What follows belongs to an exercise in optimizing a design on an open flow for small area; a production flow would make more cautious choices. Function was checked by simulation only, so behaviour that the tests miss may differ from the original. Power and IR drop assume default switching activity.

==> flow/design.v <==
`default_nettype none
package mmcm_drp_pkg;
   localparam int DRP_ADDR_W = 7;
   localparam int DRP_DATA_W = 16;
   typedef enum logic [1:0] {
      IDLE = 2'd0,
      BUSY = 2'd1,
      ACK  = 2'd2
   } drp_state_t;
   localparam logic [DRP_ADDR_W-1:0] CLKOUT0_REG1  = 7'h08;
   localparam logic [DRP_ADDR_W-1:0] CLKOUT0_REG2  = 7'h09;
   localparam logic [DRP_ADDR_W-1:0] DIVCLK        = 7'h16;
   localparam logic [DRP_ADDR_W-1:0] CLKFBOUT_REG1 = 7'h14;
   localparam logic [DRP_ADDR_W-1:0] POWER         = 7'h28;
endpackage
`default_nettype wire
`default_nettype none
module mmcm_drp_lock_model #(
   parameter int LOCK_DELAY = 64
) (
   input  logic clk,
   input  logic reset_n,
   input  logic rst_mmcm,
   output logic locked
);
   localparam int CW = $clog2(LOCK_DELAY);
   logic [CW-1:0] cnt;
   always_ff @(posedge clk or negedge reset_n) begin
      if (!reset_n) begin
         cnt    <= '0;
         locked <= 1'b0;
      end else if (rst_mmcm) begin
         cnt    <= '0;
         locked <= 1'b0;
      end else begin
         cnt    <= cnt + CW'(1);
         if (cnt == CW'(LOCK_DELAY - 1)) locked <= 1'b1;
      end
   end
endmodule
`default_nettype wire
`default_nettype none
module mmcm_drp_responder #(
   parameter int              RD_LATENCY = 3,
   parameter int              WR_LATENCY = 3,
   parameter int              LOCK_DELAY = 64,
   parameter logic [15:0]     INIT_WORD  = 16'h0
) (
   input  logic                  clk,
   input  logic                  reset_n,
   input  logic                  den,
   input  logic                  dwe,
   input  logic [mmcm_drp_pkg::DRP_ADDR_W-1:0] daddr,
   input  logic [mmcm_drp_pkg::DRP_DATA_W-1:0] din,
   output logic [mmcm_drp_pkg::DRP_DATA_W-1:0] dout,
   output logic                  drdy,
   input  logic                  rst_mmcm,
   output logic                  locked,
   output logic                  proto_err
);
   localparam int AW    = mmcm_drp_pkg::DRP_ADDR_W;
   localparam int DW    = mmcm_drp_pkg::DRP_DATA_W;
   localparam int WORDS = 2**AW;
   localparam int PORTS = WORDS / 4;
   logic            den_q;
   logic            busy1, busy2;
   logic            dwe_l;
   logic [AW-1:0]   addr_l;
   logic [DW-1:0]   din_l;
   logic            idle, den_rise, accept, held_change;
   assign idle        = ~(busy1 | busy2 | drdy);
   assign den_rise    = den & ~den_q;
   assign accept      = idle & den_rise;
   assign held_change = (busy1 | busy2) & den & den_q & ((dwe != dwe_l) || (daddr != addr_l));
   always_ff @(posedge clk or negedge reset_n) begin
      if (!reset_n) begin
         den_q     <= 1'b0;
         busy1     <= 1'b0;
         busy2     <= 1'b0;
         drdy      <= 1'b0;
         proto_err <= 1'b0;
      end else begin
         den_q <= den;
         busy1 <= accept;
         busy2 <= busy1;
         drdy  <= busy2;
         if ((den_rise & ~idle) | held_change) proto_err <= 1'b1;
      end
   end
   always_ff @(posedge clk) begin
      if (accept) begin
         dwe_l  <= dwe;
         addr_l <= daddr;
         din_l  <= din;
      end
   end
   logic [AW-1:0]   rot;
   logic [AW-1:0]   a_cur, pos;
   logic            hit, wr_go;
   logic [PORTS-1:0] psel;
   logic [DW-1:0]   src;
   always_ff @(posedge clk or negedge reset_n) begin
      if (!reset_n) rot <= '0;
      else          rot <= rot + AW'(1);
   end
   assign a_cur = idle ? daddr : addr_l;
   assign pos   = a_cur + rot;
   assign hit   = (pos[1:0] == 2'd0);
   assign wr_go = hit & (idle ? (den_rise & dwe) : dwe_l);
   assign src   = idle ? din : din_l;
   always_comb begin
      for (int j = 0; j < PORTS; j++) psel[j] = (pos[AW-1:2] == (AW-2)'(j));
   end
   logic [DW-1:0]    slot [WORDS];
   logic [WORDS-1:0] vld;
   for (genvar k = 0; k < WORDS; k++) begin : g_slot
      localparam int PREV = (k + WORDS - 1) % WORDS;
      if (k % 4 == 1) begin : g_port
         logic wr_here;
         assign wr_here = wr_go & psel[k/4];
         always_ff @(posedge clk) slot[k] <= wr_here ? src : slot[PREV];
         always_ff @(posedge clk or negedge reset_n) begin
            if (!reset_n) vld[k] <= 1'b0;
            else          vld[k] <= vld[PREV] | wr_here;
         end
      end else begin : g_pass
         always_ff @(posedge clk) slot[k] <= slot[PREV];
         always_ff @(posedge clk or negedge reset_n) begin
            if (!reset_n) vld[k] <= 1'b0;
            else          vld[k] <= vld[PREV];
         end
      end
   end
   logic [DW:0] tap, cap, word;
   always_comb begin
      tap = '0;
      for (int j = 0; j < PORTS; j++) tap = tap | ({vld[4*j], slot[4*j]} & {(DW+1){psel[j]}});
   end
   always_ff @(posedge clk) begin
      if (hit) cap <= tap;
   end
   assign word = hit ? tap : cap;
   assign dout = (drdy & ~dwe_l & word[DW]) ? word[DW-1:0] : '0;
   mmcm_drp_lock_model #(
      .LOCK_DELAY (LOCK_DELAY)
   ) u_lock (
      .clk      (clk),
      .reset_n  (reset_n),
      .rst_mmcm (rst_mmcm),
      .locked   (locked)
   );
endmodule
`default_nettype wire
==> flow/run.sh <==
#!/bin/bash
# synth_recipe.tcl (not shown) runs the flow's synth.tcl, then flattens the netlist and writes it again
# the make line also repeats each setting of config.mk as NAME=value (left out here)
make -C /OpenROAD-flow-scripts/flow DESIGN_CONFIG=/design/flow/config.mk WORK_HOME=/design/flow/orfs CLKGATE_MAP_FILE= SYNTH_SCRIPT=/design/flow/synth_recipe.tcl finish
==> flow/config.mk <==
export PLATFORM = sky130hd
export DESIGN_NAME = mmcm_drp_responder
export DESIGN_NICKNAME = mmcm_drp_responder
export VERILOG_FILES = /design/flow/design.v
export SDC_FILE = /design/flow/constraint.sdc
export NUM_CORES = 4
export LEC_CHECK = 0
export CAP_MARGIN = 20
export CORE_MARGIN = 2
export CORE_UTILIZATION = 40
export SLEW_MARGIN = 20
==> flow/constraint.sdc <==
create_clock -name core_clock -period 10.0 [get_ports {clk}]
set_input_delay 2.0000 -clock core_clock [delete_from_list [all_inputs] [get_ports {clk}]]
set_output_delay 2.0000 -clock core_clock [all_outputs]
set_load 0.01 [all_outputs]
==> flow_summary_export.csv <==
group,metric,value,unit
setup_path,endpoint,"dout[14]",
clocking,cts_root_buf,"clkbuf_16",
setup_path,timing.rr.end,"slot[45][15]$_DFF_P_",
synthesis,synth.area.top_cells,"dfxtp_1 71%, dfrtp_1 6.3%, o21ai_0 3.6%",
place,io_buffer_count,46,
worst_hold_path,worstHoldStart,"slot[74][10]$_DFF_P_",
sta,max_freq,102,MHz
run,drv_cap,0,
setup_path,cp_num_buf_inv,2,
setup_path,crit_family,"compound AO/OA/AOI/OAI gates",
detailed_routing,ant_nets,0,
worst_hold_path,hold_path.class,"register to register",
synthesis,yosysUniqueCellTypes,90,
setup_path,worst_path_max_delay_cell,"a311oi_4",
place,hpwl,131,mm
detailed_routing,vias_per_cell,5.23,
synthesis,ys_dominant_reg_cell,"dfxtp_1",
floorplan,die_w,386,µm
clocking,numCtsBuffers,197,
final_layout,drive_gt1_frac,0.135,
floorplan,die_area,0.149,mm²
clocking,cts_tree,"done",
synthesis,synth_top_area_cell,"dfxtp_1",
setup_path,critPathArrivalTime,7.84,ns
power_and_ir_drop,peakVddDrop,0.168,mV
clocking,htreeDepth,4,
setup_path,critPathKind,"input port to output port",
grt,track_usage,0.254,
grt,grt_pass1_wl,262,mm
floorplan,start_util,0.402,
clocking,post-cts-setup-buffers,0,
detailed_routing,wire_per_inst,28.1,µm
sta,tns,0,ns
power_and_ir_drop,power_density,275,mW/mm²
setup_path,endpoint_kind,"output port",
place,pre_cts_ws,0.449,ns
place,place.gp.congestion,1.01,
sta,period_minus_slack,9.84,ns
detailed_routing,highest_layer,"met5",
detailed_routing,wl_met2,81.0,mm
floorplan,io_pins,47,
sta,clock_skew,0.0499,ns
clocking,clk_latency,0.85,ns
detailed_routing,drtIter0Drc,3951,
setup_path,startpoint,"daddr[2]",
detailed_routing,vias,35568,
power_and_ir_drop,p_total,19.0,mW
sta,relSlewSlack,0.132,
detailed_routing,firstDrtPassIters,9,
sta,timing_max_transition_violations_final,0,
final_layout,syn2layout_area_growth,18.4,%
setup_path,worstPathCellList,"clkdlybuf4s50_1 -> mux2_2 -> ha_1 -> a21oi_2 -> nand4b_1 -> a311oi_4 -> a22o_1 -> a21oi_1 -> a31oi_1 -> o31ai_4 -> a311oi_1 -> clkdlybuf4s50_1",
status,outcome,"complete, no violations",
place,dpl_cell_area,0.0621,mm²
detailed_routing,route.met3.wl,15.6,mm
synthesis,syn-cell-area,0.0583,mm²
clocking,post_cts_resized,0,
synthesis,avgSynthCellArea,12.9,µm²
setup_path,crit_fanout,9,
detailed_routing,drc,0,
grt,grt_pass1_vias,33858,
setup_path,ff2ff_path_depth,15,
sta,setup_viol,0,
floorplan,rows,140,
clocking,clkTransAtPathRegs,0.06,ns
synthesis,ys_ff_latch,2236,
worst_hold_path,min_path_cells,0,
setup_path,startpoint_type,"input port",
synthesis,synth_top_area_frac,0.709,
setup_path,reg2reg_setup_slack,3.98,ns
detailed_routing,met1_length,85.5,mm
detailed_routing,wirelength,191,mm
sta,worst_slew_pin_slew,1.29,ns
synthesis,synthArstFlopShare,0.0657,
grt,grt_antenna_before_repair,10,
grt,grt_max_degree,86,
setup_path,crit_required,8.00,ns
clocking,clkSinkCount,2236,
final_layout,final_area,0.0691,mm²
floorplan,fp.dieH,386,µm
sta,hold_viol_final,0,
synthesis,yosys_warnings,3,
synthesis,synth_edf_count,24,
synthesis,ys_seq_area_frac,0.784,
synthesis,netlist_instances,4537,
sta,period_share,0.984,
sta,postLayoutSetupSlackWorst,0.165,ns
setup_path,reg2reg_from,"busy2$_DFF_PN0_",
clocking,hold_buffers,0,
setup_path,cp.depth,12,
synthesis,synth_nets,4575,
final_layout,final_nets,4757,
grt,overflow,0,
power_and_ir_drop,total_leakage_power,27.0,nW
sta,grt_setup_unrepaired,"no",
floorplan,fp.coreArea,0.145,mm²
setup_path,critical_path.most_common_cell,"clkdlybuf4s50_1",
clocking,cts_max_path_buffers,3,
setup_path,max_stage_delay,1.10,ns
## layout by cell type, fill, tap and decap left out, types with 11 or more instances in the layout
cell type / synthesis / routed
mux2_2: 24 / 24
edfxtp_1: 24 / 24
nor3_1: 30 / 27
a22oi_1: 47 / 47
bufinv_16: 0 / 16
mux2i_1: 49 / 33
clkinv_2: 0 / 30
a211oi_1: 18 / 18
dfxtp_1: 2065 / 2065
a221oi_1: 28 / 27
o21ai_0: 416 / 416
clkbuf_8: 0 / 47
a222oi_1: 13 / 13
nand2_1: 479 / 458
clkbuf_16: 0 / 200
and3_1: 22 / 21
a21o_1: 18 / 18
nand2_2: 2 / 20
o2111ai_1: 16 / 16
buf_4: 4 / 191
nor2_1: 208 / 199
dfrtp_1: 147 / 147
a22o_1: 22 / 22
o211ai_1: 19 / 19
clkdlybuf4s50_1: 0 / 45
a21oi_1: 228 / 226
a31oi_1: 25 / 25
a2111oi_0: 13 / 12
clkbuf_1: 183 / 35
o221ai_1: 12 / 12
nor4_1: 11 / 11
nand4_1: 21 / 21
nand3_1: 82 / 80
nand2b_1: 28 / 28
## cells by family after synthesis
logic type | Yosys count | synth area share
AOI/OAI and AO/OA | 989 | 0.107
xor gates and xnor gates | 19 | 0.00298
adders and majority gates | 10 | 0.00227
buffers and inverters | 272 | 0.0195
DFF | 2236 | 0.784
muxes | 74 | 0.0134
and+or+nand+nor | 937 | 0.0708
## flip-flops by register name, summed over array words and instances (netlist names), 6 cells and up
signal      cells
slot         2048
vld           128
cap            17
din_l          16
addr_l          7
rot             7
u_lock.cnt      6
## final cells by class
cell class              count  area, µm²
diodes                      2       5.00
clock buffers             282       5780
clock inverters            81       1180
fillers                 12758      76200
inverters                   9       33.8
multi-input cells        2029      11900
flip-flops and latches   2236      45700
well taps                1917       2400
repair buffers            246       2050
## power by group
part	internal, mW	total (mW)	switching [mW]
registers	9.43	9.69	0.255
logic	0.403	1.42	1.02
clock network	4.50	7.88	3.39
## metal layers
metal,GRT usage,vias up
met5,0.000325,-
met3,0.0570,464
met1,0.356,17613
met2,0.376,1681
li1,-,15806
met4,0.109,4
## cells in the mapped netlist (7+ instances only)
cell type	number
a2111oi_0	13
a211o_1	7
a211oi_1	18
a21o_1	18
a21oi_1	228
a221oi_1	28
a222oi_1	13
a22o_1	22
a22oi_1	47
a31oi_1	25
a32o_1	9
a32oi_1	10
and3_1	22
and4_1	9
buf_1	12
buf_2	60
clkbuf_1	183
dfrtp_1	147
dfxtp_1	2065
edfxtp_1	24
ha_1	9
inv_1	9
mux2_2	24
mux2i_1	49
nand2_1	479
nand2b_1	28
nand3_1	82
nand4_1	21
nor2_1	208
nor3_1	30
nor3_2	7
nor4_1	11
o2111ai_1	16
o211ai_1	19
o21a_1	9
o21ai_0	416
o221ai_1	12
o22ai_1	10
o2bb2ai_1	7
or2_2	10
xnor2_1	8
xor2_1	10
## per-stage QoR
stage	hold WS, ns	instances	util
6_report	0.302	6802	0.476
3_3_place_gp	0.310	6435	0.427
4_1_cts	0.297	6800	0.475
3_5_place_dp	0.312	6437	0.427
2_1_floorplan	0.310	4537	-
5_1_grt	0.296	6800	0.475
## worst min-delay path by stage
stage                                       to  slack (ns)
final                     slot[75][10]$_DFF_P_        0.30
after global routing      slot[75][10]$_DFF_P_        0.30
after floorplan             slot[0][0]$_DFF_P_        0.31
after global placement    slot[19][11]$_DFF_P_        0.31
after detailed placement  slot[12][11]$_DFF_P_        0.31
after CTS                 slot[75][10]$_DFF_P_        0.30

## static timing again, ports no longer ideal
No port has a modelled driver above. Below, the same layout with a new extraction and two added sets of constraints.
Step 1: set_driving_cell puts a clkbuf_16 on clk and a buf_2 on each other input, an assumption about the parent block.
Step 2, shift: input delay + t, output delay - t, t = (earliest + latest rising clock arrival at the registers) / 2. This alone moves slack from input paths to output paths.
a / b / c = ideal / step 1 / step 2; a / b = the first two.
t (ns): 0.898
slack for setup (ns): 0.165 / 0.136 / 0.136
slew at the worst register clock pin (ns): 0.07 / 0.07
worst slew at a driven data input, ns: 0.06
cell pins on the clock port's net: 1
After both steps this run still meets setup and hold. For this run, drivers alone change the setup slack by -0.029 ns; drivers and shift together by -0.029 ns.
